From an optimization exercise on the open Yosys and OpenROAD flow, aimed at small area, a short achievable clock period and few clock cycles; shortcuts taken in it are not production practice.
The RTL was checked by simulation tests, not by an equivalence proof against the original design.
Power figures rest on the tool's default switching activity, not on a simulated workload.

File: flow/config.mk
export PLATFORM = sky130hd
export DESIGN_NAME = adc_divider_voltage_averager_core
export DESIGN_NICKNAME = adc_divider_voltage_averager_core
export VERILOG_FILES = /design/flow/design.v
export SDC_FILE = /design/flow/constraint.sdc
export NUM_CORES = 4
export LEC_CHECK = 0
export CAP_MARGIN = 20
export CORE_MARGIN = 2
export CORE_UTILIZATION = 40
export SLEW_MARGIN = 20
File: flow/constraint.sdc
create_clock -name core_clock -period 12.0 [get_ports {i_clk}]
set_input_delay 2.4000 -clock core_clock [delete_from_list [all_inputs] [get_ports {i_clk}]]
set_output_delay 2.4000 -clock core_clock [all_outputs]
set_load 0.01 [all_outputs]
File: flow/design.v
`timescale 1ns / 1ps
package adv_pkg;
    localparam logic [12:0] REF_RESET = 13'd3300;
    localparam logic [9:0]  THR_RESET = 10'd100;
    localparam logic signed [41:0] D1   = -42'sd203289785351;
    localparam logic signed [41:0] D0S  = -42'sd129195078400;
endpackage
`timescale 1ns / 1ps
module adv_kr (
    input  logic        i_clk,
    input  logic [12:0] i_ref,
    output logic [28:0] o_kr
);
    logic [16:0] r_k;
    logic [4:0]  w_hi;
    logic        w_wrap;
    assign w_hi   = r_k[16:12];
    assign w_wrap = (&r_k[11:5]) && ((6'(r_k[4:0]) + 6'(w_hi)) >= 6'd32);
    always_ff @(posedge i_clk) begin
        r_k  <= (17'(i_ref) << 3) + (17'(i_ref) << 1) + 17'(i_ref);
        o_kr <= (29'(r_k) << 12) + 29'(r_k) + 29'(w_hi) + 29'(w_wrap) + 29'd1;
    end
endmodule
module adv_read (
    input  logic [16:0] i_mv,
    input  logic        i_zero,    
    input  logic [9:0]  i_thr,
    input  logic [11:0] i_off,
    output logic [16:0] o_mv
);
    logic signed [17:0] w_r;
    assign w_r = $signed({1'b0, i_mv}) + 18'($signed(i_off));
    always_comb begin
        if (i_zero || (i_mv < 17'(i_thr)) || w_r[17]) begin
            o_mv = '0;
        end else begin
            o_mv = w_r[16:0];
        end
    end
endmodule
`timescale 1ns / 1ps
module adv_mul (
    input  logic signed [29:0] i_a,
    input  logic [17:0]        i_sel,    
    input  logic               i_pa,
    input  logic               i_pb,
    input  logic [28:0]        i_k,
    output logic [41:0]        o_sa,
    output logic [41:0]        o_sb
);
    logic [5:0]  w_ng;
    logic [41:0] w_c;
    assign w_c[1] = 1'b0;
    assign w_c[2] = 1'b0;
    logic [30:0] w_pp0;
    logic [30:0] w_pp1;
    logic [30:0] w_pp2;
    logic [30:0] w_pp3;
    logic [30:0] w_pp4;
    logic [30:0] w_pp5;
    logic t1, t2, t3, t4, t5, t6, t7, t8, t9, t10, t11, t12, t13, t14, t15, t16, t17, t18, t19, t20, t21, t22, t23, t24, t25, t26, t27, t28, t29, t30, t31, t32, t33, t34, t35, t36, t37, t38, t39, t40, t41, t42, t43, t44, t45, t46, t47, t48, t49, t50, t51, t52, t53, t54, t55, t56, t57, t58, t59, t60, t61, t62, t63, t64, t65, t66, t67, t68, t69, t70, t71, t72, t73, t74, t75, t76, t77, t78, t79, t80, t81, t82, t83, t84, t85, t86, t87, t88, t89, t90, t91, t92, t93, t94, t95, t96, t97, t98, t99, t100, t101, t102, t103, t104, t105, t106, t107, t108, t109, t110, t111, t112, t113, t114, t115, t116, t117, t118, t119, t120, t121, t122, t123, t124, t125, t126, t127, t128, t129, t130, t131, t132, t133, t134, t135, t136, t137, t138, t139, t140, t141, t142, t143, t144, t145, t146, t147, t148, t149, t150, t151, t152, t153, t154, t155, t156, t157, t158, t159, t160, t161, t162, t163, t164, t165, t166, t167, t168, t169, t170, t171, t172, t173, t174, t175, t176, t177, t178, t179, t180, t181, t182, t183, t184, t185, t186, t187, t188, t189, t190, t191, t192, t193, t194, t195, t196, t197, t198, t199, t200, t201, t202, t203, t204, t205, t206, t207, t208, t209, t210, t211, t212, t213, t214, t215, t216, t217, t218, t219, t220, t221, t222, t223, t224, t225, t226, t227, t228, t229, t230, t231, t232, t233, t234, t235, t236, t237, t238, t239, t240, t241, t242, t243, t244, t245, t246, t247, t248, t249, t250, t251, t252, t253, t254, t255, t256, t257, t258, t259, t260, t261, t262, t263, t264, t265, t266, t267, t268, t269, t270, t271, t272, t273, t274, t275, t276, t277, t278, t279, t280, t281, t282, t283, t284, t285, t286, t287, t288, t289, t290, t291, t292, t293, t294, t295, t296, t297, t298, t299, t300, t301, t302, t303, t304, t305, t306, t307, t308, t309, t310, t311, t312, t313, t314, t315, t316, t317, t318, t319, t320, t321, t322, t323, t324, t325, t326, t327, t328, t329, t330, t331, t332, t333, t334, t335, t336, t337, t338, t339, t340, t341, t342, t343, t344, t345, t346, t347, t348, t349, t350, t351, t352, t353, t354, t355, t356, t357, t358, t359, t360, t361, t362, t363, t364, t365, t366, t367, t368, t369, t370, t371, t372, t373, t374, t375, t376, t377, t378;
    adv_booth u_b0 (.i_a(i_a), .i_sel(i_sel[2:0]), .o_pp(w_pp0), .o_neg(w_ng[0]));
    adv_booth u_b1 (.i_a(i_a), .i_sel(i_sel[5:3]), .o_pp(w_pp1), .o_neg(w_ng[1]));
    adv_booth u_b2 (.i_a(i_a), .i_sel(i_sel[8:6]), .o_pp(w_pp2), .o_neg(w_ng[2]));
    adv_booth u_b3 (.i_a(i_a), .i_sel(i_sel[11:9]), .o_pp(w_pp3), .o_neg(w_ng[3]));
    adv_booth u_b4 (.i_a(i_a), .i_sel(i_sel[14:12]), .o_pp(w_pp4), .o_neg(w_ng[4]));
    adv_booth u_b5 (.i_a(i_a), .i_sel(i_sel[17:15]), .o_pp(w_pp5), .o_neg(w_ng[5]));
    assign w_c[0] = i_pa ? 1'b1 : (i_pb ? 1'b0 : 1'b0);
    assign w_c[3] = i_pa ? 1'b1 : (i_pb ? 1'b0 : 1'b0);
    assign w_c[4] = i_pa ? 1'b1 : (i_pb ? 1'b0 : 1'b0);
    assign w_c[5] = i_pa ? 1'b1 : (i_pb ? 1'b0 : 1'b0);
    assign w_c[6] = i_pa ? 1'b1 : (i_pb ? 1'b0 : 1'b0);
    assign w_c[7] = i_pa ? 1'b1 : (i_pb ? 1'b0 : 1'b0);
    assign w_c[8] = i_pa ? 1'b1 : (i_pb ? 1'b1 : 1'b0);
    assign w_c[9] = i_pa ? 1'b1 : (i_pb ? 1'b0 : 1'b0);
    assign w_c[10] = i_pa ? 1'b0 : (i_pb ? 1'b1 : 1'b0);
    assign w_c[11] = i_pa ? 1'b1 : (i_pb ? 1'b1 : i_k[0]);
    assign w_c[12] = i_pa ? 1'b0 : (i_pb ? 1'b0 : i_k[1]);
    assign w_c[13] = i_pa ? 1'b0 : (i_pb ? 1'b0 : i_k[2]);
    assign w_c[14] = i_pa ? 1'b0 : (i_pb ? 1'b0 : i_k[3]);
    assign w_c[15] = i_pa ? 1'b0 : (i_pb ? 1'b1 : i_k[4]);
    assign w_c[16] = i_pa ? 1'b0 : (i_pb ? 1'b1 : i_k[5]);
    assign w_c[17] = i_pa ? 1'b0 : (i_pb ? 1'b1 : i_k[6]);
    assign w_c[18] = i_pa ? 1'b1 : (i_pb ? 1'b1 : i_k[7]);
    assign w_c[19] = i_pa ? 1'b1 : (i_pb ? 1'b1 : i_k[8]);
    assign w_c[20] = i_pa ? 1'b1 : (i_pb ? 1'b1 : i_k[9]);
    assign w_c[21] = i_pa ? 1'b1 : (i_pb ? 1'b0 : i_k[10]);
    assign w_c[22] = i_pa ? 1'b1 : (i_pb ? 1'b1 : i_k[11]);
    assign w_c[23] = i_pa ? 1'b1 : (i_pb ? 1'b0 : i_k[12]);
    assign w_c[24] = i_pa ? 1'b0 : (i_pb ? 1'b1 : i_k[13]);
    assign w_c[25] = i_pa ? 1'b1 : (i_pb ? 1'b1 : i_k[14]);
    assign w_c[26] = i_pa ? 1'b0 : (i_pb ? 1'b0 : i_k[15]);
    assign w_c[27] = i_pa ? 1'b1 : (i_pb ? 1'b1 : i_k[16]);
    assign w_c[28] = i_pa ? 1'b0 : (i_pb ? 1'b0 : i_k[17]);
    assign w_c[29] = i_pa ? 1'b1 : (i_pb ? 1'b1 : i_k[18]);
    assign w_c[30] = i_pa ? 1'b0 : (i_pb ? 1'b1 : i_k[19]);
    assign w_c[31] = i_pa ? 1'b1 : (i_pb ? 1'b1 : i_k[20]);
    assign w_c[32] = i_pa ? 1'b0 : (i_pb ? 1'b1 : i_k[21]);
    assign w_c[33] = i_pa ? 1'b0 : (i_pb ? 1'b0 : i_k[22]);
    assign w_c[34] = i_pa ? 1'b0 : (i_pb ? 1'b0 : i_k[23]);
    assign w_c[35] = i_pa ? 1'b0 : (i_pb ? 1'b0 : i_k[24]);
    assign w_c[36] = i_pa ? 1'b1 : (i_pb ? 1'b0 : i_k[25]);
    assign w_c[37] = i_pa ? 1'b0 : (i_pb ? 1'b1 : i_k[26]);
    assign w_c[38] = i_pa ? 1'b1 : (i_pb ? 1'b1 : i_k[27]);
    assign w_c[39] = i_pa ? 1'b1 : (i_pb ? 1'b1 : i_k[28]);
    assign w_c[40] = i_pa ? 1'b1 : (i_pb ? 1'b1 : 1'b0);
    assign w_c[41] = i_pa ? 1'b1 : (i_pb ? 1'b1 : 1'b0);
    assign t1 = w_pp0[8] ^ w_pp1[6];
    assign t2 = w_pp0[8] & w_pp1[6];
    assign t3 = w_pp0[9] ^ w_pp1[7];
    assign t4 = w_pp0[9] & w_pp1[7];
    assign t5 = w_pp0[10] ^ w_pp1[8] ^ w_pp2[6];
    assign t6 = (w_pp0[10] & w_pp1[8]) | (w_pp2[6] & (w_pp0[10] ^ w_pp1[8]));
    assign t7 = w_pp3[4] ^ w_pp4[2];
    assign t8 = w_pp3[4] & w_pp4[2];
    assign t9 = w_pp0[11] ^ w_pp1[9] ^ w_pp2[7];
    assign t10 = (w_pp0[11] & w_pp1[9]) | (w_pp2[7] & (w_pp0[11] ^ w_pp1[9]));
    assign t11 = w_pp3[5] ^ w_pp4[3];
    assign t12 = w_pp3[5] & w_pp4[3];
    assign t13 = w_pp0[12] ^ w_pp1[10] ^ w_pp2[8];
    assign t14 = (w_pp0[12] & w_pp1[10]) | (w_pp2[8] & (w_pp0[12] ^ w_pp1[10]));
    assign t15 = w_pp3[6] ^ w_pp4[4];
    assign t16 = w_pp3[6] & w_pp4[4];
    assign t17 = w_pp0[13] ^ w_pp1[11] ^ w_pp2[9];
    assign t18 = (w_pp0[13] & w_pp1[11]) | (w_pp2[9] & (w_pp0[13] ^ w_pp1[11]));
    assign t19 = w_pp3[7] ^ w_pp4[5];
    assign t20 = w_pp3[7] & w_pp4[5];
    assign t21 = w_pp0[14] ^ w_pp1[12] ^ w_pp2[10];
    assign t22 = (w_pp0[14] & w_pp1[12]) | (w_pp2[10] & (w_pp0[14] ^ w_pp1[12]));
    assign t23 = w_pp3[8] ^ w_pp4[6];
    assign t24 = w_pp3[8] & w_pp4[6];
    assign t25 = w_pp0[15] ^ w_pp1[13] ^ w_pp2[11];
    assign t26 = (w_pp0[15] & w_pp1[13]) | (w_pp2[11] & (w_pp0[15] ^ w_pp1[13]));
    assign t27 = w_pp3[9] ^ w_pp4[7];
    assign t28 = w_pp3[9] & w_pp4[7];
    assign t29 = w_pp0[16] ^ w_pp1[14] ^ w_pp2[12];
    assign t30 = (w_pp0[16] & w_pp1[14]) | (w_pp2[12] & (w_pp0[16] ^ w_pp1[14]));
    assign t31 = w_pp3[10] ^ w_pp4[8];
    assign t32 = w_pp3[10] & w_pp4[8];
    assign t33 = w_pp0[17] ^ w_pp1[15] ^ w_pp2[13];
    assign t34 = (w_pp0[17] & w_pp1[15]) | (w_pp2[13] & (w_pp0[17] ^ w_pp1[15]));
    assign t35 = w_pp3[11] ^ w_pp4[9];
    assign t36 = w_pp3[11] & w_pp4[9];
    assign t37 = w_pp0[18] ^ w_pp1[16] ^ w_pp2[14];
    assign t38 = (w_pp0[18] & w_pp1[16]) | (w_pp2[14] & (w_pp0[18] ^ w_pp1[16]));
    assign t39 = w_pp3[12] ^ w_pp4[10];
    assign t40 = w_pp3[12] & w_pp4[10];
    assign t41 = w_pp0[19] ^ w_pp1[17] ^ w_pp2[15];
    assign t42 = (w_pp0[19] & w_pp1[17]) | (w_pp2[15] & (w_pp0[19] ^ w_pp1[17]));
    assign t43 = w_pp3[13] ^ w_pp4[11];
    assign t44 = w_pp3[13] & w_pp4[11];
    assign t45 = w_pp0[20] ^ w_pp1[18] ^ w_pp2[16];
    assign t46 = (w_pp0[20] & w_pp1[18]) | (w_pp2[16] & (w_pp0[20] ^ w_pp1[18]));
    assign t47 = w_pp3[14] ^ w_pp4[12];
    assign t48 = w_pp3[14] & w_pp4[12];
    assign t49 = w_pp0[21] ^ w_pp1[19] ^ w_pp2[17];
    assign t50 = (w_pp0[21] & w_pp1[19]) | (w_pp2[17] & (w_pp0[21] ^ w_pp1[19]));
    assign t51 = w_pp3[15] ^ w_pp4[13];
    assign t52 = w_pp3[15] & w_pp4[13];
    assign t53 = w_pp0[22] ^ w_pp1[20] ^ w_pp2[18];
    assign t54 = (w_pp0[22] & w_pp1[20]) | (w_pp2[18] & (w_pp0[22] ^ w_pp1[20]));
    assign t55 = w_pp3[16] ^ w_pp4[14];
    assign t56 = w_pp3[16] & w_pp4[14];
    assign t57 = w_pp0[23] ^ w_pp1[21] ^ w_pp2[19];
    assign t58 = (w_pp0[23] & w_pp1[21]) | (w_pp2[19] & (w_pp0[23] ^ w_pp1[21]));
    assign t59 = w_pp3[17] ^ w_pp4[15];
    assign t60 = w_pp3[17] & w_pp4[15];
    assign t61 = w_pp0[24] ^ w_pp1[22] ^ w_pp2[20];
    assign t62 = (w_pp0[24] & w_pp1[22]) | (w_pp2[20] & (w_pp0[24] ^ w_pp1[22]));
    assign t63 = w_pp3[18] ^ w_pp4[16];
    assign t64 = w_pp3[18] & w_pp4[16];
    assign t65 = w_pp0[25] ^ w_pp1[23] ^ w_pp2[21];
    assign t66 = (w_pp0[25] & w_pp1[23]) | (w_pp2[21] & (w_pp0[25] ^ w_pp1[23]));
    assign t67 = w_pp3[19] ^ w_pp4[17];
    assign t68 = w_pp3[19] & w_pp4[17];
    assign t69 = w_pp0[26] ^ w_pp1[24] ^ w_pp2[22];
    assign t70 = (w_pp0[26] & w_pp1[24]) | (w_pp2[22] & (w_pp0[26] ^ w_pp1[24]));
    assign t71 = w_pp3[20] ^ w_pp4[18];
    assign t72 = w_pp3[20] & w_pp4[18];
    assign t73 = w_pp0[27] ^ w_pp1[25] ^ w_pp2[23];
    assign t74 = (w_pp0[27] & w_pp1[25]) | (w_pp2[23] & (w_pp0[27] ^ w_pp1[25]));
    assign t75 = w_pp3[21] ^ w_pp4[19];
    assign t76 = w_pp3[21] & w_pp4[19];
    assign t77 = w_pp0[28] ^ w_pp1[26] ^ w_pp2[24];
    assign t78 = (w_pp0[28] & w_pp1[26]) | (w_pp2[24] & (w_pp0[28] ^ w_pp1[26]));
    assign t79 = w_pp3[22] ^ w_pp4[20];
    assign t80 = w_pp3[22] & w_pp4[20];
    assign t81 = w_pp0[29] ^ w_pp1[27] ^ w_pp2[25];
    assign t82 = (w_pp0[29] & w_pp1[27]) | (w_pp2[25] & (w_pp0[29] ^ w_pp1[27]));
    assign t83 = w_pp3[23] ^ w_pp4[21];
    assign t84 = w_pp3[23] & w_pp4[21];
    assign t85 = ~w_pp0[30] ^ w_pp1[28] ^ w_pp2[26];
    assign t86 = (~w_pp0[30] & w_pp1[28]) | (w_pp2[26] & (~w_pp0[30] ^ w_pp1[28]));
    assign t87 = w_pp3[24] ^ w_pp4[22] ^ w_pp5[20];
    assign t88 = (w_pp3[24] & w_pp4[22]) | (w_pp5[20] & (w_pp3[24] ^ w_pp4[22]));
    assign t89 = w_pp1[29] ^ w_pp2[27] ^ w_pp3[25];
    assign t90 = (w_pp1[29] & w_pp2[27]) | (w_pp3[25] & (w_pp1[29] ^ w_pp2[27]));
    assign t91 = w_pp4[23] ^ w_pp5[21];
    assign t92 = w_pp4[23] & w_pp5[21];
    assign t93 = ~w_pp1[30] ^ w_pp2[28] ^ w_pp3[26];
    assign t94 = (~w_pp1[30] & w_pp2[28]) | (w_pp3[26] & (~w_pp1[30] ^ w_pp2[28]));
    assign t95 = w_pp2[29] ^ w_pp3[27];
    assign t96 = w_pp2[29] & w_pp3[27];
    assign t97 = w_pp0[4] ^ w_pp1[2];
    assign t98 = w_pp0[4] & w_pp1[2];
    assign t99 = w_pp0[5] ^ w_pp1[3];
    assign t100 = w_pp0[5] & w_pp1[3];
    assign t101 = w_pp0[6] ^ w_pp1[4] ^ w_pp2[2];
    assign t102 = (w_pp0[6] & w_pp1[4]) | (w_pp2[2] & (w_pp0[6] ^ w_pp1[4]));
    assign t103 = w_pp3[0] ^ w_ng[3];
    assign t104 = w_pp3[0] & w_ng[3];
    assign t105 = w_pp0[7] ^ w_pp1[5] ^ w_pp2[3];
    assign t106 = (w_pp0[7] & w_pp1[5]) | (w_pp2[3] & (w_pp0[7] ^ w_pp1[5]));
    assign t107 = w_pp3[1] ^ w_c[7];
    assign t108 = w_pp3[1] & w_c[7];
    assign t109 = t1 ^ w_pp2[4] ^ w_pp3[2];
    assign t110 = (t1 & w_pp2[4]) | (w_pp3[2] & (t1 ^ w_pp2[4]));
    assign t111 = w_pp4[0] ^ w_ng[4] ^ w_c[8];
    assign t112 = (w_pp4[0] & w_ng[4]) | (w_c[8] & (w_pp4[0] ^ w_ng[4]));
    assign t113 = t2 ^ t3 ^ w_pp2[5];
    assign t114 = (t2 & t3) | (w_pp2[5] & (t2 ^ t3));
    assign t115 = w_pp3[3] ^ w_pp4[1] ^ w_c[9];
    assign t116 = (w_pp3[3] & w_pp4[1]) | (w_c[9] & (w_pp3[3] ^ w_pp4[1]));
    assign t117 = t4 ^ t5 ^ t7;
    assign t118 = (t4 & t5) | (t7 & (t4 ^ t5));
    assign t119 = w_pp5[0] ^ w_ng[5] ^ w_c[10];
    assign t120 = (w_pp5[0] & w_ng[5]) | (w_c[10] & (w_pp5[0] ^ w_ng[5]));
    assign t121 = t6 ^ t8 ^ t9;
    assign t122 = (t6 & t8) | (t9 & (t6 ^ t8));
    assign t123 = t11 ^ w_pp5[1] ^ w_c[11];
    assign t124 = (t11 & w_pp5[1]) | (w_c[11] & (t11 ^ w_pp5[1]));
    assign t125 = t10 ^ t12 ^ t13;
    assign t126 = (t10 & t12) | (t13 & (t10 ^ t12));
    assign t127 = t15 ^ w_pp5[2] ^ w_c[12];
    assign t128 = (t15 & w_pp5[2]) | (w_c[12] & (t15 ^ w_pp5[2]));
    assign t129 = t14 ^ t16 ^ t17;
    assign t130 = (t14 & t16) | (t17 & (t14 ^ t16));
    assign t131 = t19 ^ w_pp5[3] ^ w_c[13];
    assign t132 = (t19 & w_pp5[3]) | (w_c[13] & (t19 ^ w_pp5[3]));
    assign t133 = t18 ^ t20 ^ t21;
    assign t134 = (t18 & t20) | (t21 & (t18 ^ t20));
    assign t135 = t23 ^ w_pp5[4] ^ w_c[14];
    assign t136 = (t23 & w_pp5[4]) | (w_c[14] & (t23 ^ w_pp5[4]));
    assign t137 = t22 ^ t24 ^ t25;
    assign t138 = (t22 & t24) | (t25 & (t22 ^ t24));
    assign t139 = t27 ^ w_pp5[5] ^ w_c[15];
    assign t140 = (t27 & w_pp5[5]) | (w_c[15] & (t27 ^ w_pp5[5]));
    assign t141 = t26 ^ t28 ^ t29;
    assign t142 = (t26 & t28) | (t29 & (t26 ^ t28));
    assign t143 = t31 ^ w_pp5[6] ^ w_c[16];
    assign t144 = (t31 & w_pp5[6]) | (w_c[16] & (t31 ^ w_pp5[6]));
    assign t145 = t30 ^ t32 ^ t33;
    assign t146 = (t30 & t32) | (t33 & (t30 ^ t32));
    assign t147 = t35 ^ w_pp5[7] ^ w_c[17];
    assign t148 = (t35 & w_pp5[7]) | (w_c[17] & (t35 ^ w_pp5[7]));
    assign t149 = t34 ^ t36 ^ t37;
    assign t150 = (t34 & t36) | (t37 & (t34 ^ t36));
    assign t151 = t39 ^ w_pp5[8] ^ w_c[18];
    assign t152 = (t39 & w_pp5[8]) | (w_c[18] & (t39 ^ w_pp5[8]));
    assign t153 = t38 ^ t40 ^ t41;
    assign t154 = (t38 & t40) | (t41 & (t38 ^ t40));
    assign t155 = t43 ^ w_pp5[9] ^ w_c[19];
    assign t156 = (t43 & w_pp5[9]) | (w_c[19] & (t43 ^ w_pp5[9]));
    assign t157 = t42 ^ t44 ^ t45;
    assign t158 = (t42 & t44) | (t45 & (t42 ^ t44));
    assign t159 = t47 ^ w_pp5[10] ^ w_c[20];
    assign t160 = (t47 & w_pp5[10]) | (w_c[20] & (t47 ^ w_pp5[10]));
    assign t161 = t46 ^ t48 ^ t49;
    assign t162 = (t46 & t48) | (t49 & (t46 ^ t48));
    assign t163 = t51 ^ w_pp5[11] ^ w_c[21];
    assign t164 = (t51 & w_pp5[11]) | (w_c[21] & (t51 ^ w_pp5[11]));
    assign t165 = t50 ^ t52 ^ t53;
    assign t166 = (t50 & t52) | (t53 & (t50 ^ t52));
    assign t167 = t55 ^ w_pp5[12] ^ w_c[22];
    assign t168 = (t55 & w_pp5[12]) | (w_c[22] & (t55 ^ w_pp5[12]));
    assign t169 = t54 ^ t56 ^ t57;
    assign t170 = (t54 & t56) | (t57 & (t54 ^ t56));
    assign t171 = t59 ^ w_pp5[13] ^ w_c[23];
    assign t172 = (t59 & w_pp5[13]) | (w_c[23] & (t59 ^ w_pp5[13]));
    assign t173 = t58 ^ t60 ^ t61;
    assign t174 = (t58 & t60) | (t61 & (t58 ^ t60));
    assign t175 = t63 ^ w_pp5[14] ^ w_c[24];
    assign t176 = (t63 & w_pp5[14]) | (w_c[24] & (t63 ^ w_pp5[14]));
    assign t177 = t62 ^ t64 ^ t65;
    assign t178 = (t62 & t64) | (t65 & (t62 ^ t64));
    assign t179 = t67 ^ w_pp5[15] ^ w_c[25];
    assign t180 = (t67 & w_pp5[15]) | (w_c[25] & (t67 ^ w_pp5[15]));
    assign t181 = t66 ^ t68 ^ t69;
    assign t182 = (t66 & t68) | (t69 & (t66 ^ t68));
    assign t183 = t71 ^ w_pp5[16] ^ w_c[26];
    assign t184 = (t71 & w_pp5[16]) | (w_c[26] & (t71 ^ w_pp5[16]));
    assign t185 = t70 ^ t72 ^ t73;
    assign t186 = (t70 & t72) | (t73 & (t70 ^ t72));
    assign t187 = t75 ^ w_pp5[17] ^ w_c[27];
    assign t188 = (t75 & w_pp5[17]) | (w_c[27] & (t75 ^ w_pp5[17]));
    assign t189 = t74 ^ t76 ^ t77;
    assign t190 = (t74 & t76) | (t77 & (t74 ^ t76));
    assign t191 = t79 ^ w_pp5[18] ^ w_c[28];
    assign t192 = (t79 & w_pp5[18]) | (w_c[28] & (t79 ^ w_pp5[18]));
    assign t193 = t78 ^ t80 ^ t81;
    assign t194 = (t78 & t80) | (t81 & (t78 ^ t80));
    assign t195 = t83 ^ w_pp5[19] ^ w_c[29];
    assign t196 = (t83 & w_pp5[19]) | (w_c[29] & (t83 ^ w_pp5[19]));
    assign t197 = t82 ^ t84 ^ t85;
    assign t198 = (t82 & t84) | (t85 & (t82 ^ t84));
    assign t199 = t87 ^ w_c[30] ^ 1'b1;
    assign t200 = (t87 & w_c[30]) | (1'b1 & (t87 ^ w_c[30]));
    assign t201 = t86 ^ t88 ^ t89;
    assign t202 = (t86 & t88) | (t89 & (t86 ^ t88));
    assign t203 = t91 ^ w_c[31] ^ 1'b1;
    assign t204 = (t91 & w_c[31]) | (1'b1 & (t91 ^ w_c[31]));
    assign t205 = t90 ^ t92 ^ t93;
    assign t206 = (t90 & t92) | (t93 & (t90 ^ t92));
    assign t207 = w_pp4[24] ^ w_pp5[22] ^ w_c[32];
    assign t208 = (w_pp4[24] & w_pp5[22]) | (w_c[32] & (w_pp4[24] ^ w_pp5[22]));
    assign t209 = t94 ^ t95 ^ w_pp4[25];
    assign t210 = (t94 & t95) | (w_pp4[25] & (t94 ^ t95));
    assign t211 = w_pp5[23] ^ w_c[33] ^ 1'b1;
    assign t212 = (w_pp5[23] & w_c[33]) | (1'b1 & (w_pp5[23] ^ w_c[33]));
    assign t213 = t96 ^ ~w_pp2[30] ^ w_pp3[28];
    assign t214 = (t96 & ~w_pp2[30]) | (w_pp3[28] & (t96 ^ ~w_pp2[30]));
    assign t215 = w_pp4[26] ^ w_pp5[24] ^ w_c[34];
    assign t216 = (w_pp4[26] & w_pp5[24]) | (w_c[34] & (w_pp4[26] ^ w_pp5[24]));
    assign t217 = w_pp3[29] ^ w_pp4[27] ^ w_pp5[25];
    assign t218 = (w_pp3[29] & w_pp4[27]) | (w_pp5[25] & (w_pp3[29] ^ w_pp4[27]));
    assign t219 = w_c[35] ^ 1'b1;
    assign t220 = w_c[35] & 1'b1;
    assign t221 = ~w_pp3[30] ^ w_pp4[28] ^ w_pp5[26];
    assign t222 = (~w_pp3[30] & w_pp4[28]) | (w_pp5[26] & (~w_pp3[30] ^ w_pp4[28]));
    assign t223 = w_pp4[29] ^ w_pp5[27];
    assign t224 = w_pp4[29] & w_pp5[27];
    assign t225 = t97 ^ w_pp2[0];
    assign t226 = t97 & w_pp2[0];
    assign t227 = t98 ^ t99 ^ w_pp2[1];
    assign t228 = (t98 & t99) | (w_pp2[1] & (t98 ^ t99));
    assign t229 = t100 ^ t101 ^ t103;
    assign t230 = (t100 & t101) | (t103 & (t100 ^ t101));
    assign t231 = t102 ^ t104 ^ t105;
    assign t232 = (t102 & t104) | (t105 & (t102 ^ t104));
    assign t233 = t106 ^ t108 ^ t109;
    assign t234 = (t106 & t108) | (t109 & (t106 ^ t108));
    assign t235 = t110 ^ t112 ^ t113;
    assign t236 = (t110 & t112) | (t113 & (t110 ^ t112));
    assign t237 = t114 ^ t116 ^ t117;
    assign t238 = (t114 & t116) | (t117 & (t114 ^ t116));
    assign t239 = t118 ^ t120 ^ t121;
    assign t240 = (t118 & t120) | (t121 & (t118 ^ t120));
    assign t241 = t122 ^ t124 ^ t125;
    assign t242 = (t122 & t124) | (t125 & (t122 ^ t124));
    assign t243 = t126 ^ t128 ^ t129;
    assign t244 = (t126 & t128) | (t129 & (t126 ^ t128));
    assign t245 = t130 ^ t132 ^ t133;
    assign t246 = (t130 & t132) | (t133 & (t130 ^ t132));
    assign t247 = t134 ^ t136 ^ t137;
    assign t248 = (t134 & t136) | (t137 & (t134 ^ t136));
    assign t249 = t138 ^ t140 ^ t141;
    assign t250 = (t138 & t140) | (t141 & (t138 ^ t140));
    assign t251 = t142 ^ t144 ^ t145;
    assign t252 = (t142 & t144) | (t145 & (t142 ^ t144));
    assign t253 = t146 ^ t148 ^ t149;
    assign t254 = (t146 & t148) | (t149 & (t146 ^ t148));
    assign t255 = t150 ^ t152 ^ t153;
    assign t256 = (t150 & t152) | (t153 & (t150 ^ t152));
    assign t257 = t154 ^ t156 ^ t157;
    assign t258 = (t154 & t156) | (t157 & (t154 ^ t156));
    assign t259 = t158 ^ t160 ^ t161;
    assign t260 = (t158 & t160) | (t161 & (t158 ^ t160));
    assign t261 = t162 ^ t164 ^ t165;
    assign t262 = (t162 & t164) | (t165 & (t162 ^ t164));
    assign t263 = t166 ^ t168 ^ t169;
    assign t264 = (t166 & t168) | (t169 & (t166 ^ t168));
    assign t265 = t170 ^ t172 ^ t173;
    assign t266 = (t170 & t172) | (t173 & (t170 ^ t172));
    assign t267 = t174 ^ t176 ^ t177;
    assign t268 = (t174 & t176) | (t177 & (t174 ^ t176));
    assign t269 = t178 ^ t180 ^ t181;
    assign t270 = (t178 & t180) | (t181 & (t178 ^ t180));
    assign t271 = t182 ^ t184 ^ t185;
    assign t272 = (t182 & t184) | (t185 & (t182 ^ t184));
    assign t273 = t186 ^ t188 ^ t189;
    assign t274 = (t186 & t188) | (t189 & (t186 ^ t188));
    assign t275 = t190 ^ t192 ^ t193;
    assign t276 = (t190 & t192) | (t193 & (t190 ^ t192));
    assign t277 = t194 ^ t196 ^ t197;
    assign t278 = (t194 & t196) | (t197 & (t194 ^ t196));
    assign t279 = t198 ^ t200 ^ t201;
    assign t280 = (t198 & t200) | (t201 & (t198 ^ t200));
    assign t281 = t202 ^ t204 ^ t205;
    assign t282 = (t202 & t204) | (t205 & (t202 ^ t204));
    assign t283 = t206 ^ t208 ^ t209;
    assign t284 = (t206 & t208) | (t209 & (t206 ^ t208));
    assign t285 = t210 ^ t212 ^ t213;
    assign t286 = (t210 & t212) | (t213 & (t210 ^ t212));
    assign t287 = t214 ^ t216 ^ t217;
    assign t288 = (t214 & t216) | (t217 & (t214 ^ t216));
    assign t289 = t218 ^ t220 ^ t221;
    assign t290 = (t218 & t220) | (t221 & (t218 ^ t220));
    assign t291 = t222 ^ t223 ^ w_c[37];
    assign t292 = (t222 & t223) | (w_c[37] & (t222 ^ t223));
    assign t293 = t224 ^ ~w_pp4[30] ^ w_pp5[28];
    assign t294 = (t224 & ~w_pp4[30]) | (w_pp5[28] & (t224 ^ ~w_pp4[30]));
    assign t295 = w_pp5[29] ^ w_c[39];
    assign t296 = w_pp5[29] & w_c[39];
    assign t297 = w_pp0[0] ^ w_ng[0];
    assign t298 = w_pp0[0] & w_ng[0];
    assign t299 = w_pp0[2] ^ w_pp1[0];
    assign t300 = w_pp0[2] & w_pp1[0];
    assign t301 = w_pp0[3] ^ w_pp1[1] ^ w_c[3];
    assign t302 = (w_pp0[3] & w_pp1[1]) | (w_c[3] & (w_pp0[3] ^ w_pp1[1]));
    assign t303 = t225 ^ w_ng[2] ^ w_c[4];
    assign t304 = (t225 & w_ng[2]) | (w_c[4] & (t225 ^ w_ng[2]));
    assign t305 = t226 ^ t227 ^ w_c[5];
    assign t306 = (t226 & t227) | (w_c[5] & (t226 ^ t227));
    assign t307 = t228 ^ t229 ^ w_c[6];
    assign t308 = (t228 & t229) | (w_c[6] & (t228 ^ t229));
    assign t309 = t230 ^ t231 ^ t107;
    assign t310 = (t230 & t231) | (t107 & (t230 ^ t231));
    assign t311 = t232 ^ t233 ^ t111;
    assign t312 = (t232 & t233) | (t111 & (t232 ^ t233));
    assign t313 = t234 ^ t235 ^ t115;
    assign t314 = (t234 & t235) | (t115 & (t234 ^ t235));
    assign t315 = t236 ^ t237 ^ t119;
    assign t316 = (t236 & t237) | (t119 & (t236 ^ t237));
    assign t317 = t238 ^ t239 ^ t123;
    assign t318 = (t238 & t239) | (t123 & (t238 ^ t239));
    assign t319 = t240 ^ t241 ^ t127;
    assign t320 = (t240 & t241) | (t127 & (t240 ^ t241));
    assign t321 = t242 ^ t243 ^ t131;
    assign t322 = (t242 & t243) | (t131 & (t242 ^ t243));
    assign t323 = t244 ^ t245 ^ t135;
    assign t324 = (t244 & t245) | (t135 & (t244 ^ t245));
    assign t325 = t246 ^ t247 ^ t139;
    assign t326 = (t246 & t247) | (t139 & (t246 ^ t247));
    assign t327 = t248 ^ t249 ^ t143;
    assign t328 = (t248 & t249) | (t143 & (t248 ^ t249));
    assign t329 = t250 ^ t251 ^ t147;
    assign t330 = (t250 & t251) | (t147 & (t250 ^ t251));
    assign t331 = t252 ^ t253 ^ t151;
    assign t332 = (t252 & t253) | (t151 & (t252 ^ t253));
    assign t333 = t254 ^ t255 ^ t155;
    assign t334 = (t254 & t255) | (t155 & (t254 ^ t255));
    assign t335 = t256 ^ t257 ^ t159;
    assign t336 = (t256 & t257) | (t159 & (t256 ^ t257));
    assign t337 = t258 ^ t259 ^ t163;
    assign t338 = (t258 & t259) | (t163 & (t258 ^ t259));
    assign t339 = t260 ^ t261 ^ t167;
    assign t340 = (t260 & t261) | (t167 & (t260 ^ t261));
    assign t341 = t262 ^ t263 ^ t171;
    assign t342 = (t262 & t263) | (t171 & (t262 ^ t263));
    assign t343 = t264 ^ t265 ^ t175;
    assign t344 = (t264 & t265) | (t175 & (t264 ^ t265));
    assign t345 = t266 ^ t267 ^ t179;
    assign t346 = (t266 & t267) | (t179 & (t266 ^ t267));
    assign t347 = t268 ^ t269 ^ t183;
    assign t348 = (t268 & t269) | (t183 & (t268 ^ t269));
    assign t349 = t270 ^ t271 ^ t187;
    assign t350 = (t270 & t271) | (t187 & (t270 ^ t271));
    assign t351 = t272 ^ t273 ^ t191;
    assign t352 = (t272 & t273) | (t191 & (t272 ^ t273));
    assign t353 = t274 ^ t275 ^ t195;
    assign t354 = (t274 & t275) | (t195 & (t274 ^ t275));
    assign t355 = t276 ^ t277 ^ t199;
    assign t356 = (t276 & t277) | (t199 & (t276 ^ t277));
    assign t357 = t278 ^ t279 ^ t203;
    assign t358 = (t278 & t279) | (t203 & (t278 ^ t279));
    assign t359 = t280 ^ t281 ^ t207;
    assign t360 = (t280 & t281) | (t207 & (t280 ^ t281));
    assign t361 = t282 ^ t283 ^ t211;
    assign t362 = (t282 & t283) | (t211 & (t282 ^ t283));
    assign t363 = t284 ^ t285 ^ t215;
    assign t364 = (t284 & t285) | (t215 & (t284 ^ t285));
    assign t365 = t286 ^ t287 ^ t219;
    assign t366 = (t286 & t287) | (t219 & (t286 ^ t287));
    assign t367 = t288 ^ t289 ^ w_c[36];
    assign t368 = (t288 & t289) | (w_c[36] & (t288 ^ t289));
    assign t369 = t290 ^ t291 ^ 1'b1;
    assign t370 = (t290 & t291) | (1'b1 & (t290 ^ t291));
    assign t371 = t292 ^ t293 ^ w_c[38];
    assign t372 = (t292 & t293) | (w_c[38] & (t292 ^ t293));
    assign t373 = t294 ^ t295 ^ 1'b1;
    assign t374 = (t294 & t295) | (1'b1 & (t294 ^ t295));
    assign t375 = t296 ^ ~w_pp5[30] ^ w_c[40];
    assign t376 = (t296 & ~w_pp5[30]) | (w_c[40] & (t296 ^ ~w_pp5[30]));
    assign t377 = w_c[41] ^ 1'b1;
    assign t378 = w_c[41] & 1'b1;
    assign o_sa = {t376, t374, t372, t370, t368, t366, t364, t362, t360, t358, t356, t354, t352, t350, t348, t346, t344, t342, t340, t338, t336, t334, t332, t330, t328, t326, t324, t322, t320, t318, t316, t314, t312, t310, t308, t306, t304, t302, t300, t299, t298, t297};
    assign o_sb = {t377, t375, t373, t371, t369, t367, t365, t363, t361, t359, t357, t355, t353, t351, t349, t347, t345, t343, t341, t339, t337, t335, t333, t331, t329, t327, t325, t323, t321, t319, t317, t315, t313, t311, t309, t307, t305, t303, t301, w_ng[1], w_pp0[1], w_c[0]};
endmodule
module adv_booth (
    input  logic [29:0] i_a,
    input  logic [2:0]  i_sel,    
    output logic [30:0] o_pp,
    output logic        o_neg
);
    logic one, two;
    assign one   = i_sel[2];
    assign two   = i_sel[1];
    assign o_neg = i_sel[0];
    assign o_pp  = (({31{one}} & {i_a[29], i_a}) | ({31{two}} & {i_a, 1'b0})) ^ {31{o_neg}};
endmodule
module adv_s3t (
    input  logic [11:0] i_x,
    output logic [27:0] o_t
);
    logic [27:0] w_ta, w_tb;
    logic t379, t380, t381, t382, t383, t384, t385, t386, t387, t388, t389, t390, t391, t392, t393, t394, t395, t396, t397, t398, t399, t400, t401, t402, t403, t404, t405, t406, t407, t408, t409, t410, t411, t412, t413, t414, t415, t416, t417, t418, t419, t420, t421, t422, t423, t424, t425, t426, t427, t428, t429, t430, t431, t432, t433, t434, t435, t436, t437, t438, t439, t440, t441, t442, t443, t444, t445, t446, t447, t448, t449, t450, t451, t452, t453, t454, t455, t456, t457, t458, t459, t460, t461, t462, t463, t464, t465, t466, t467, t468, t469, t470, t471, t472, t473, t474, t475, t476, t477, t478, t479, t480;
    assign t379 = i_x[7] ^ i_x[5];
    assign t380 = i_x[7] & i_x[5];
    assign t381 = i_x[8] ^ i_x[6] ^ i_x[4];
    assign t382 = (i_x[8] & i_x[6]) | (i_x[4] & (i_x[8] ^ i_x[6]));
    assign t383 = i_x[9] ^ i_x[7] ^ i_x[5];
    assign t384 = (i_x[9] & i_x[7]) | (i_x[5] & (i_x[9] ^ i_x[7]));
    assign t385 = i_x[2] ^ i_x[0];
    assign t386 = i_x[2] & i_x[0];
    assign t387 = i_x[10] ^ i_x[8] ^ i_x[6];
    assign t388 = (i_x[10] & i_x[8]) | (i_x[6] & (i_x[10] ^ i_x[8]));
    assign t389 = i_x[3] ^ i_x[1];
    assign t390 = i_x[3] & i_x[1];
    assign t391 = i_x[11] ^ i_x[9] ^ i_x[7];
    assign t392 = (i_x[11] & i_x[9]) | (i_x[7] & (i_x[11] ^ i_x[9]));
    assign t393 = i_x[4] ^ i_x[2];
    assign t394 = i_x[4] & i_x[2];
    assign t395 = i_x[10] ^ i_x[8] ^ i_x[5];
    assign t396 = (i_x[10] & i_x[8]) | (i_x[5] & (i_x[10] ^ i_x[8]));
    assign t397 = i_x[3] ^ 1'b1;
    assign t398 = i_x[3] & 1'b1;
    assign t399 = i_x[11] ^ i_x[9] ^ i_x[6];
    assign t400 = (i_x[11] & i_x[9]) | (i_x[6] & (i_x[11] ^ i_x[9]));
    assign t401 = i_x[4] ^ 1'b1;
    assign t402 = i_x[4] & 1'b1;
    assign t403 = i_x[10] ^ i_x[7] ^ i_x[5];
    assign t404 = (i_x[10] & i_x[7]) | (i_x[5] & (i_x[10] ^ i_x[7]));
    assign t405 = i_x[0] ^ 1'b1;
    assign t406 = i_x[0] & 1'b1;
    assign t407 = i_x[11] ^ i_x[8] ^ i_x[6];
    assign t408 = (i_x[11] & i_x[8]) | (i_x[6] & (i_x[11] ^ i_x[8]));
    assign t409 = i_x[1] ^ 1'b1;
    assign t410 = i_x[1] & 1'b1;
    assign t411 = i_x[9] ^ i_x[7] ^ i_x[2];
    assign t412 = (i_x[9] & i_x[7]) | (i_x[2] & (i_x[9] ^ i_x[7]));
    assign t413 = i_x[4] ^ i_x[2];
    assign t414 = i_x[4] & i_x[2];
    assign t415 = i_x[5] ^ i_x[3] ^ i_x[1];
    assign t416 = (i_x[5] & i_x[3]) | (i_x[1] & (i_x[5] ^ i_x[3]));
    assign t417 = i_x[6] ^ i_x[4] ^ i_x[2];
    assign t418 = (i_x[6] & i_x[4]) | (i_x[2] & (i_x[6] ^ i_x[4]));
    assign t419 = t379 ^ i_x[3] ^ i_x[0];
    assign t420 = (t379 & i_x[3]) | (i_x[0] & (t379 ^ i_x[3]));
    assign t421 = t380 ^ t381 ^ i_x[1];
    assign t422 = (t380 & t381) | (i_x[1] & (t380 ^ t381));
    assign t423 = t382 ^ t383 ^ t385;
    assign t424 = (t382 & t383) | (t385 & (t382 ^ t383));
    assign t425 = t384 ^ t386 ^ t387;
    assign t426 = (t384 & t386) | (t387 & (t384 ^ t386));
    assign t427 = t388 ^ t390 ^ t391;
    assign t428 = (t388 & t390) | (t391 & (t388 ^ t390));
    assign t429 = t392 ^ t394 ^ t395;
    assign t430 = (t392 & t394) | (t395 & (t392 ^ t394));
    assign t431 = t396 ^ t398 ^ t399;
    assign t432 = (t396 & t398) | (t399 & (t396 ^ t398));
    assign t433 = t400 ^ t402 ^ t403;
    assign t434 = (t400 & t402) | (t403 & (t400 ^ t402));
    assign t435 = t404 ^ t406 ^ t407;
    assign t436 = (t404 & t406) | (t407 & (t404 ^ t406));
    assign t437 = t408 ^ t410 ^ t411;
    assign t438 = (t408 & t410) | (t411 & (t408 ^ t410));
    assign t439 = t412 ^ i_x[10] ^ i_x[8];
    assign t440 = (t412 & i_x[10]) | (i_x[8] & (t412 ^ i_x[10]));
    assign t441 = i_x[11] ^ i_x[9] ^ i_x[4];
    assign t442 = (i_x[11] & i_x[9]) | (i_x[4] & (i_x[11] ^ i_x[9]));
    assign t443 = i_x[2] ^ i_x[0];
    assign t444 = i_x[2] & i_x[0];
    assign t445 = i_x[3] ^ i_x[1];
    assign t446 = i_x[3] & i_x[1];
    assign t447 = t413 ^ i_x[0] ^ 1'b1;
    assign t448 = (t413 & i_x[0]) | (1'b1 & (t413 ^ i_x[0]));
    assign t449 = t414 ^ t415 ^ 1'b1;
    assign t450 = (t414 & t415) | (1'b1 & (t414 ^ t415));
    assign t451 = t416 ^ t417 ^ 1'b1;
    assign t452 = (t416 & t417) | (1'b1 & (t416 ^ t417));
    assign t453 = t418 ^ t419 ^ 1'b1;
    assign t454 = (t418 & t419) | (1'b1 & (t418 ^ t419));
    assign t455 = t420 ^ t421 ^ 1'b1;
    assign t456 = (t420 & t421) | (1'b1 & (t420 ^ t421));
    assign t457 = t422 ^ t423 ^ 1'b1;
    assign t458 = (t422 & t423) | (1'b1 & (t422 ^ t423));
    assign t459 = t424 ^ t425 ^ t389;
    assign t460 = (t424 & t425) | (t389 & (t424 ^ t425));
    assign t461 = t426 ^ t427 ^ t393;
    assign t462 = (t426 & t427) | (t393 & (t426 ^ t427));
    assign t463 = t428 ^ t429 ^ t397;
    assign t464 = (t428 & t429) | (t397 & (t428 ^ t429));
    assign t465 = t430 ^ t431 ^ t401;
    assign t466 = (t430 & t431) | (t401 & (t430 ^ t431));
    assign t467 = t432 ^ t433 ^ t405;
    assign t468 = (t432 & t433) | (t405 & (t432 ^ t433));
    assign t469 = t434 ^ t435 ^ t409;
    assign t470 = (t434 & t435) | (t409 & (t434 ^ t435));
    assign t471 = t436 ^ t437 ^ 1'b1;
    assign t472 = (t436 & t437) | (1'b1 & (t436 ^ t437));
    assign t473 = t438 ^ t439 ^ i_x[3];
    assign t474 = (t438 & t439) | (i_x[3] & (t438 ^ t439));
    assign t475 = t440 ^ t441 ^ 1'b1;
    assign t476 = (t440 & t441) | (1'b1 & (t440 ^ t441));
    assign t477 = t442 ^ i_x[10] ^ i_x[5];
    assign t478 = (t442 & i_x[10]) | (i_x[5] & (t442 ^ i_x[10]));
    assign t479 = i_x[11] ^ i_x[6];
    assign t480 = i_x[11] & i_x[6];
    assign w_ta = {1'b0, 1'b1, i_x[11], i_x[10], i_x[9], i_x[8], t480, t478, t476, t474, t472, t470, t468, t466, t464, t462, t460, t458, t456, t454, t452, t450, t448, t446, t444, t443, i_x[1], i_x[0]};
    assign w_tb = {1'b0, 1'b0, 1'b0, 1'b0, 1'b0, 1'b0, i_x[7], t479, t477, t475, t473, t471, t469, t467, t465, t463, t461, t459, t457, t455, t453, t451, t449, t447, t445, 1'b1, 1'b0, 1'b0};
    assign o_t  = w_ta + w_tb;
endmodule
`timescale 1ns / 1ps
module adv_benc (
    input  logic [11:0] i_u,
    output logic [17:0] o_sel
);
    logic [12:0] w_b;
    assign w_b = {i_u, 1'b0};
    for (genvar i = 0; i < 6; i++) begin : g_dig
        logic b0, b1, b2;
        assign b0 = w_b[2*i];
        assign b1 = w_b[2*i+1];
        assign b2 = w_b[2*i+2];
        assign o_sel[3*i+2] = b0 ^ b1;
        assign o_sel[3*i+1] = (b2 & ~b1 & ~b0) | (~b2 & b1 & b0);
        assign o_sel[3*i]   = b2;
    end
endmodule
`timescale 1ns / 1ps
module adc_divider_voltage_averager_core (
    input  logic        i_clk,
    input  logic        i_rst_n,
    input  logic        i_in_valid,
    output logic        o_in_ready,
    input  logic [15:0] i_in_data,    
    output logic        o_out_valid,
    input  logic        i_out_ready,
    output logic [23:0] o_out_data,   
    input  logic        i_cfg_we,
    input  logic [1:0]  i_cfg_idx,
    input  logic [12:0] i_cfg_data
);
    localparam logic [1:0] OP_NONE = 2'd0;
    localparam logic [1:0] OP_A    = 2'd1;    
    localparam logic [1:0] OP_B    = 2'd2;    
    localparam logic [1:0] OP_J    = 2'd3;    
    logic        r_filter;
    logic [12:0] r_ref;
    logic [11:0] r_off;
    logic [9:0]  r_thr;
    always_ff @(posedge i_clk) begin
        if (!i_rst_n) begin
            r_filter <= 1'b0;
            r_ref    <= adv_pkg::REF_RESET;
            r_off    <= '0;
            r_thr    <= adv_pkg::THR_RESET;
        end else if (i_cfg_we) begin
            case (i_cfg_idx)
                2'd0:    r_filter <= i_cfg_data[0];
                2'd1:    r_ref    <= i_cfg_data;
                2'd2:    r_off    <= i_cfg_data[11:0];
                default: r_thr    <= i_cfg_data[9:0];
            endcase
        end
    end
    logic [28:0] r_kr;
    adv_kr u_kr (
        .i_clk (i_clk),
        .i_ref (r_ref),
        .o_kr  (r_kr)
    );
    logic        r_ready;
    logic        w_take;
    logic [3:0]  r_cnt;
    logic [11:0] r_xx;
    logic [3:0]  r_xc;
    logic        r_xv, r_xf;
    logic        w_xon, w_xfirst, w_xlast;
    logic [3:0]  r_wch, r_wch2;
    assign w_take   = i_in_valid & r_ready;
    assign w_xon    = r_xv & r_xf;
    assign w_xfirst = (r_cnt == 4'd1);
    assign w_xlast  = (r_cnt == 4'd0);
    always_ff @(posedge i_clk) begin
        r_xx <= i_in_data[15:4];
        r_xc <= i_in_data[3:0];
        r_xf <= r_filter;
        if (!i_rst_n) begin
            r_xv  <= 1'b0;
            r_cnt <= '0;
        end else begin
            r_xv <= w_take;
            if (w_take) r_cnt <= r_cnt + 4'd1;
        end
        if (r_xv && w_xfirst) r_wch  <= r_xc;
        if (r_xv && w_xlast)  r_wch2 <= r_wch;
    end
    localparam logic [17:0] NEG_DIGITS = 18'b001_001_001_001_001_001;
    logic [1:0]         r_m1op, r_csop;
    logic signed [29:0] r_a;
    logic [17:0]        r_sel, r_sel2, w_sel_x, w_sel_j;
    logic               r_m1first, r_m1last, r_csfirst, r_cslast;
    logic [41:0]        w_sa, w_sb, r_csa, r_csb, w_p;
    logic               r_jpend;
    logic [11:0]        r_jp;
    logic               r_accfull;
    logic               w_csa_op, w_jwant, w_job_go;
    logic [11:0]        w_mu;
    logic [27:0]        w_t;
    assign w_csa_op = (r_csop == OP_A);
    assign w_jwant  = r_accfull || r_jpend;
    assign w_job_go = w_jwant && !w_csa_op && !w_xon;
    adv_s3t u_s3t (
        .i_x (r_xx),
        .o_t (w_t)
    );
    adv_benc u_enc_x (
        .i_u   ({~r_xx[11], r_xx[10:0]}),
        .o_sel (w_sel_x)
    );
    adv_benc u_enc_j (
        .i_u   (r_jpend ? r_jp : w_mu),
        .o_sel (w_sel_j)
    );
    adv_mul u_mul (
        .i_a   (r_a),
        .i_sel (r_sel),
        .i_pa  (r_m1op == OP_A),
        .i_pb  (r_m1op == OP_B),
        .i_k   (r_kr),
        .o_sa  (w_sa),
        .o_sb  (w_sb)
    );
    assign w_p = r_csa + r_csb;
    always_ff @(posedge i_clk) begin
        if (!i_rst_n) begin
            r_m1op <= OP_NONE;
            r_csop <= OP_NONE;
        end else begin
            if (w_csa_op) begin
                r_m1op <= OP_B;
            end else if (w_xon) begin
                r_m1op <= OP_A;
            end else if (w_job_go) begin
                r_m1op <= OP_J;
            end else begin
                r_m1op <= OP_NONE;
            end
            r_csop <= r_m1op;
        end
        r_sel2 <= r_sel;
        if (w_csa_op) begin
            r_a       <= w_p[39:10];
            r_sel     <= r_sel2 ^ NEG_DIGITS;
            r_m1first <= r_csfirst;
            r_m1last  <= r_cslast;
        end else if (w_xon) begin
            r_a       <= 30'(w_t);
            r_sel     <= w_sel_x ^ NEG_DIGITS;
            r_m1first <= w_xfirst;
            r_m1last  <= w_xlast;
        end else if (w_job_go) begin
            r_a   <= 30'(r_kr);
            r_sel <= w_sel_j;
        end
        r_csa     <= w_sa;
        r_csb     <= w_sb;
        r_csfirst <= r_m1first;
        r_cslast  <= r_m1last;
    end
    logic               r_vv, r_vfirst, r_vlast;
    logic signed [19:0] r_vval;
    logic signed [22:0] r_acc;
    always_ff @(posedge i_clk) begin
        if (!i_rst_n) begin
            r_vv      <= 1'b0;
            r_accfull <= 1'b0;
        end else begin
            r_vv      <= (r_csop == OP_B) || (r_xv && !r_xf);
            r_accfull <= r_vv && r_vlast;
        end
        if (r_csop == OP_B) begin
            r_vval   <= w_p[41:22];
            r_vfirst <= r_csfirst;
            r_vlast  <= r_cslast;
        end else begin
            r_vval   <= 20'(r_xx);
            r_vfirst <= w_xfirst;
            r_vlast  <= w_xlast;
        end
        if (r_vv) begin
            r_acc <= (r_vfirst ? 23'sd0 : r_acc) + 23'(r_vval);
        end
    end
    logic        r_ov;
    logic [16:0] r_omv;
    logic [3:0]  r_och;
    logic        r_jzf;
    logic [3:0]  r_jch;
    logic        r_jqv;
    logic [16:0] r_jq;
    logic [16:0] w_mv;
    assign w_mu = r_acc[22] ? 12'h800 : {~r_acc[15], r_acc[14:4]};
    always_ff @(posedge i_clk) begin
        if (!i_rst_n) begin
            r_jpend <= 1'b0;
            r_jqv   <= 1'b0;
        end else begin
            r_jpend <= w_jwant && !w_job_go;
            r_jqv   <= (r_csop == OP_J);
        end
        if (r_accfull) begin
            r_jp  <= w_mu;
            r_jzf <= r_acc[22] && (r_ref != '0);
            r_jch <= r_wch2;
        end
        r_jq <= w_p[40:24];
    end
    adv_read u_read (
        .i_mv   (r_jq),
        .i_zero (r_jzf),
        .i_thr  (r_thr),
        .i_off  (r_off),
        .o_mv   (w_mv)
    );
    always_ff @(posedge i_clk) begin
        if (!i_rst_n) begin
            r_ov <= 1'b0;
        end else if (r_jqv) begin
            r_ov <= 1'b1;
        end else if (i_out_ready) begin
            r_ov <= 1'b0;
        end
        if (r_jqv) begin
            r_omv <= w_mv;
            r_och <= r_jch;
        end
    end
    assign o_out_valid = r_ov;
    assign o_out_data  = {3'b000, r_omv, r_och};
    logic       r_pend;
    logic       w_pend_n;
    logic [3:0] w_cnt_n;
    logic       w_ton, r_ton1, r_ton2, r_ton3;
    logic       w_jwant_n, w_block;
    assign w_ton     = w_take & r_filter;
    assign w_cnt_n   = w_take ? r_cnt + 4'd1 : r_cnt;
    assign w_pend_n  = (w_take && (r_cnt == 4'd15)) || (r_pend && !(r_ov && i_out_ready));
    assign w_jwant_n = (w_jwant && !w_job_go) || (r_vv && r_vlast);
    assign w_block = (r_filter && r_ton1)                              
                   || (!r_filter && (w_ton || r_ton1 || r_ton2 || r_ton3))  
                   || (r_filter && w_jwant_n && (w_ton || r_ton2))      
                   || ((w_cnt_n == 4'd15) && w_pend_n);                
    always_ff @(posedge i_clk) begin
        if (!i_rst_n) begin
            r_pend  <= 1'b0;
            r_ready <= 1'b0;
            r_ton1  <= 1'b0;
            r_ton2  <= 1'b0;
            r_ton3  <= 1'b0;
        end else begin
            r_pend  <= w_pend_n;
            r_ready <= !w_block;
            r_ton1  <= w_ton;
            r_ton2  <= r_ton1;
            r_ton3  <= r_ton2;
        end
    end
    assign o_in_ready = r_ready;
endmodule
File: flow/run.sh
#!/bin/bash
# synth_recipe.tcl (not shown) runs the flow's synth.tcl, then flattens the netlist and writes it again
# the make line also repeats each setting of config.mk as NAME=value (left out here)
make -C /OpenROAD-flow-scripts/flow DESIGN_CONFIG=/design/flow/config.mk WORK_HOME=/design/flow/orfs CLKGATE_MAP_FILE= SYNTH_SCRIPT=/design/flow/synth_recipe.tcl finish
==> out/results.ini <==
[global_routing]
grt_overflow=0
use_met3=0.0351
use_met1=0.294
antenna_found_initial=1
grt_pass1_wl_mm=120
busiest_layer=met2
grt_usage=0.220
grt_start_max_net_pins=67
met2_usage=0.351
grt_pass1_vias=20938

[yosys]
synthDominantAreaCellType=dfxtp_1
synth.most_common_cell=inv_1
synth-edff-count=119
ys_async_sr_fraction=0
yosys_warnings=3
yosysTopAreaCellShare=0.194
yosys-top-cells-count=inv_1 (292), dfxtp_1 (260), nand2_1 (213)
synth_top_cells_by_area=dfxtp_1 (19%), fa_1 (15%), edfxtp_1 (13%)
syn_area_sq_um=26800
avgSynthCellArea_sq_um=9.65
synth-seq-area-share=0.327
netlist_instances=2781
yosys.cell_types.count=78
dominantRegCellSynth=dfxtp_1
ys_seq_elements=379

[worst_setup_path]
worstPathArrival_ns=5.28
end_kind=flip-flop
crit_top_cell=inv_1
required_ns=12.29
start_kind=flip-flop
cp_slowest_cell=dfxtp_1
path_cells=inv_1 -> fa_1 -> inv_1 -> fa_1 -> inv_1 -> fa_1 -> inv_1 -> ha_1 -> a21oi_1 -> o21ai_0 -> nor4_1 -> o21ai_0 -> a41oi_1 -> o21ai_2 -> a2111oi_0 -> a31o_2 -> o32ai_1
critPathKind=reg -> reg
cpPeakStageDelay_ns=0.57
crit_fanout=10

[place]
gp_congestion=0.924
place_area_sq_um=28200
dpl.hpwl_mm=56.4
io_buffers=58

[power]
ir_drop_mv=0.172
clkPwrFrac=0.222
p_switching_mw=2.66
power.internal_mw=3.58
swShare=0.427
power_density_nw_per_um2=210
pwr-share-seq=0.292
combPwrFrac=0.486
p_leak_nw=12.5

[drt]
ant_nets=0
vias_per_cell=5.53
drc=0
firstDrtPassIters=8
wirelength_mm=75.9
via_count=20291
wl_per_cell_microns=20.7
drt-initial-drc-count=1911

[clock_tree]
h-tree-depth=2
cts.sinks=379
hold_buffers=0
root_buffer=clkbuf_16
tritoncts=done
clk_pin_slew_ns=0.06
clock_latency_ns=0.58
cts_buffers=45
cts_setup_buffers=0
cts_resized=0
clk_path_buf_depth=3

[worst_hold_path]
hold_class=reg -> reg

[die]
dieArea_sq_um=69200
start_util=0.406
die_h_microns=263
core_sq_um=66100
rows=94
io_pins=62
chipWidth_microns=263

[flow_run]
drv_cap=0

[outcome]
outcome=timing/DRC/antenna clean

[cells_and_area]
nets=3193
syn_to_final_growth_pct=10.6
fill_cells=6324
final_area_sq_um=29700
drive_gt1_frac=0.0485

[sta]
worst_pin_slew_ns=1.09
min_period_ns=5.00
setup_viol=0
rsz0062_at_grt=false
fin_crit_sh=0.416
fmax_mhz=200
skew_ns=0.0194
fin_tns_setup_ns=0
max-slew-margin-rel=0.265
hold_ws_ns=0.349
drv_slew=0
hold_violations=0

## power groups by stage
| stage | sequential (mW) | clock (mW) | combinational (mW) |
|---|---|---|---|
| 3_3_place_gp | 1.84 | 0 | 2.97 |
| 6_report | 1.82 | 1.38 | 3.04 |
| 2_1_floorplan | 1.72 | 0 | 2.05 |
| 3_5_place_dp | 1.84 | 0 | 2.99 |
| 4_1_cts | 1.82 | 1.42 | 3.04 |
| 5_1_grt | 1.84 | 1.46 | 3.38 |
## area by class of cell
| class | count | area, sq um | share of cell area |
|---|---|---|---|
| Multi-Input combinational cell | 1960 | 16400 | 0.553 |
| Sequential cell | 379 | 8780 | 0.296 |
| Clock buffer | 67 | 1370 | 0.0463 |
| Inverter | 294 | 1100 | 0.0372 |
| Tap cell | 864 | 1080 | 0.0364 |
| Timing Repair Buffer | 87 | 806 | 0.0271 |
| Clock inverter | 16 | 139 | 0.00468 |
| Antenna cell | 1 | 2.50 | 0.0000843 |
## final timing paths
check	slack, ns	start	depth (start not counted)	end
setup / recovery	7.00	r_xx[9]$_DFF_P_	17	r_a[25]$_DFFE_PP_
hold reg to reg	0.35	r_m1last$_DFFE_PP_	0	r_cslast$_DFF_P_
setup reg to reg	7.00	r_xx[9]$_DFF_P_	17	r_a[25]$_DFFE_PP_
hold / removal	0.35	r_m1last$_DFFE_PP_	0	r_cslast$_DFF_P_
## registers in the layout (all words and copies together), names as in the netlist, 12 cells and up
register and flops:
r_off 12, r_csa 42, r_jp 12, r_csb 42, r_acc 23, r_omv 17
r_ref 13, r_a 30, r_jq 17, u_kr.o_kr 29, u_kr.r_k 17, r_xx 12
r_sel 18, r_sel2 17, r_vval 20
## placed cells by master (no fill, tap or decap), types with 6 or more instances in the layout
cell type | Yosys | routed
a211oi_1 | 21 | 21
a21o_1 | 51 | 51
a21oi_1 | 161 | 161
a22oi_1 | 177 | 177
a31o_2 | 6 | 6
a31oi_1 | 17 | 17
and2_1 | 16 | 17
and3_1 | 19 | 19
buf_4 | 3 | 28
clkbuf_1 | 133 | 10
clkbuf_16 | 0 | 49
clkbuf_8 | 0 | 8
clkdlybuf4s50_1 | 0 | 58
clkinv_2 | 0 | 6
dfxtp_1 | 260 | 259
edfxtp_1 | 119 | 119
fa_1 | 196 | 196
ha_1 | 194 | 194
inv_1 | 292 | 292
mux2i_1 | 13 | 13
nand2_1 | 213 | 211
nand2b_1 | 14 | 14
nand3_1 | 43 | 43
nand4_1 | 18 | 18
nor2_1 | 136 | 136
nor2b_1 | 40 | 39
nor3_1 | 22 | 22
nor3b_1 | 6 | 6
nor4_1 | 21 | 21
o211ai_1 | 21 | 21
o21a_1 | 21 | 21
o21ai_0 | 96 | 96
o21ai_1 | 8 | 8
o21bai_1 | 15 | 15
o31ai_1 | 10 | 10
or3_1 | 11 | 11
xnor2_1 | 203 | 202
xor2_1 | 111 | 111
## layer usage
| layer | vias up | routed length, microns |
|---|---|---|
| li1 | 9471 | - |
| met1 | 9912 | 33300 |
| met3 | 183 | 4650 |
| met2 | 725 | 34300 |
| met4 | 0 | 3610 |
| met5 | - | 0 |
## worst max-delay path: cells and delay by family (launching register included)
kind,cells,cell delay [ns]
AO/OA/AOI/OAI,8,1.70
adder cells (fa/ha/maj),4,1.88
buffers and inverters,4,0.39
flip-flops,1,0.57
AND/OR/NAND/NOR,1,0.17
## kinds of logic (layout without fill, tap and decap cells)
| family | Yosys count | after routing | share of synthesized area |
|---|---|---|---|
| XOR/XNOR | 314 | 314 | 0.102 |
| buffers and inverters | 444 | 464 | 0.0625 |
| AO/OA/AOI/OAI | 654 | 654 | 0.162 |
| multiplexers | 18 | 18 | 0.00695 |
| other | 1 | 4 | 0.000140 |
| flip-flops | 379 | 379 | 0.327 |
| adder cells (fa/ha/maj) | 390 | 390 | 0.237 |
| AND/OR/NAND/NOR | 581 | 581 | 0.102 |
## through the flow
step	setup WS (ns)	total power, mW	utilization	std cells
3_5_place_dp	7.06	4.83	0.426	3584
4_1_cts	7.04	6.28	0.449	3667
2_1_floorplan	7.49	3.78	-	2783
6_report	7.00	6.24	0.449	3668
3_3_place_gp	7.09	4.81	0.426	3583
5_1_grt	6.63	6.69	0.449	3667
Testbench counts, summed over its fixed seeds: cycles 3,512.

[static timing again, ports no longer ideal]
The flow's constraints put no driver on any port. The routed layout listed below was extracted and timed again, unchanged, in two steps.
Step 1: set_driving_cell puts a clkbuf_16 on i_clk and a buf_2 on each other input, an assumption about the parent block.
Step 2 times the ports against the registers' clock, not the clock port: input delays grow and output delays shrink by t, the midpoint of the rising clock arrivals with the driver on.
a / b / c = no drivers / after step 1 / after step 2; a / b = the first two.
t, ns: 0.629
setup slack, ns: 7.004 / 7.004 / 7.004
worst setup path at the end: register to register
clock arrival spread, ns: 0.024 / 0.023
worst slew at a driven data input, ns: 0.04
After both steps setup and hold are still met in this run. For this run, drivers alone change the setup slack by 0.000 ns; drivers and shift together by 0.000 ns.
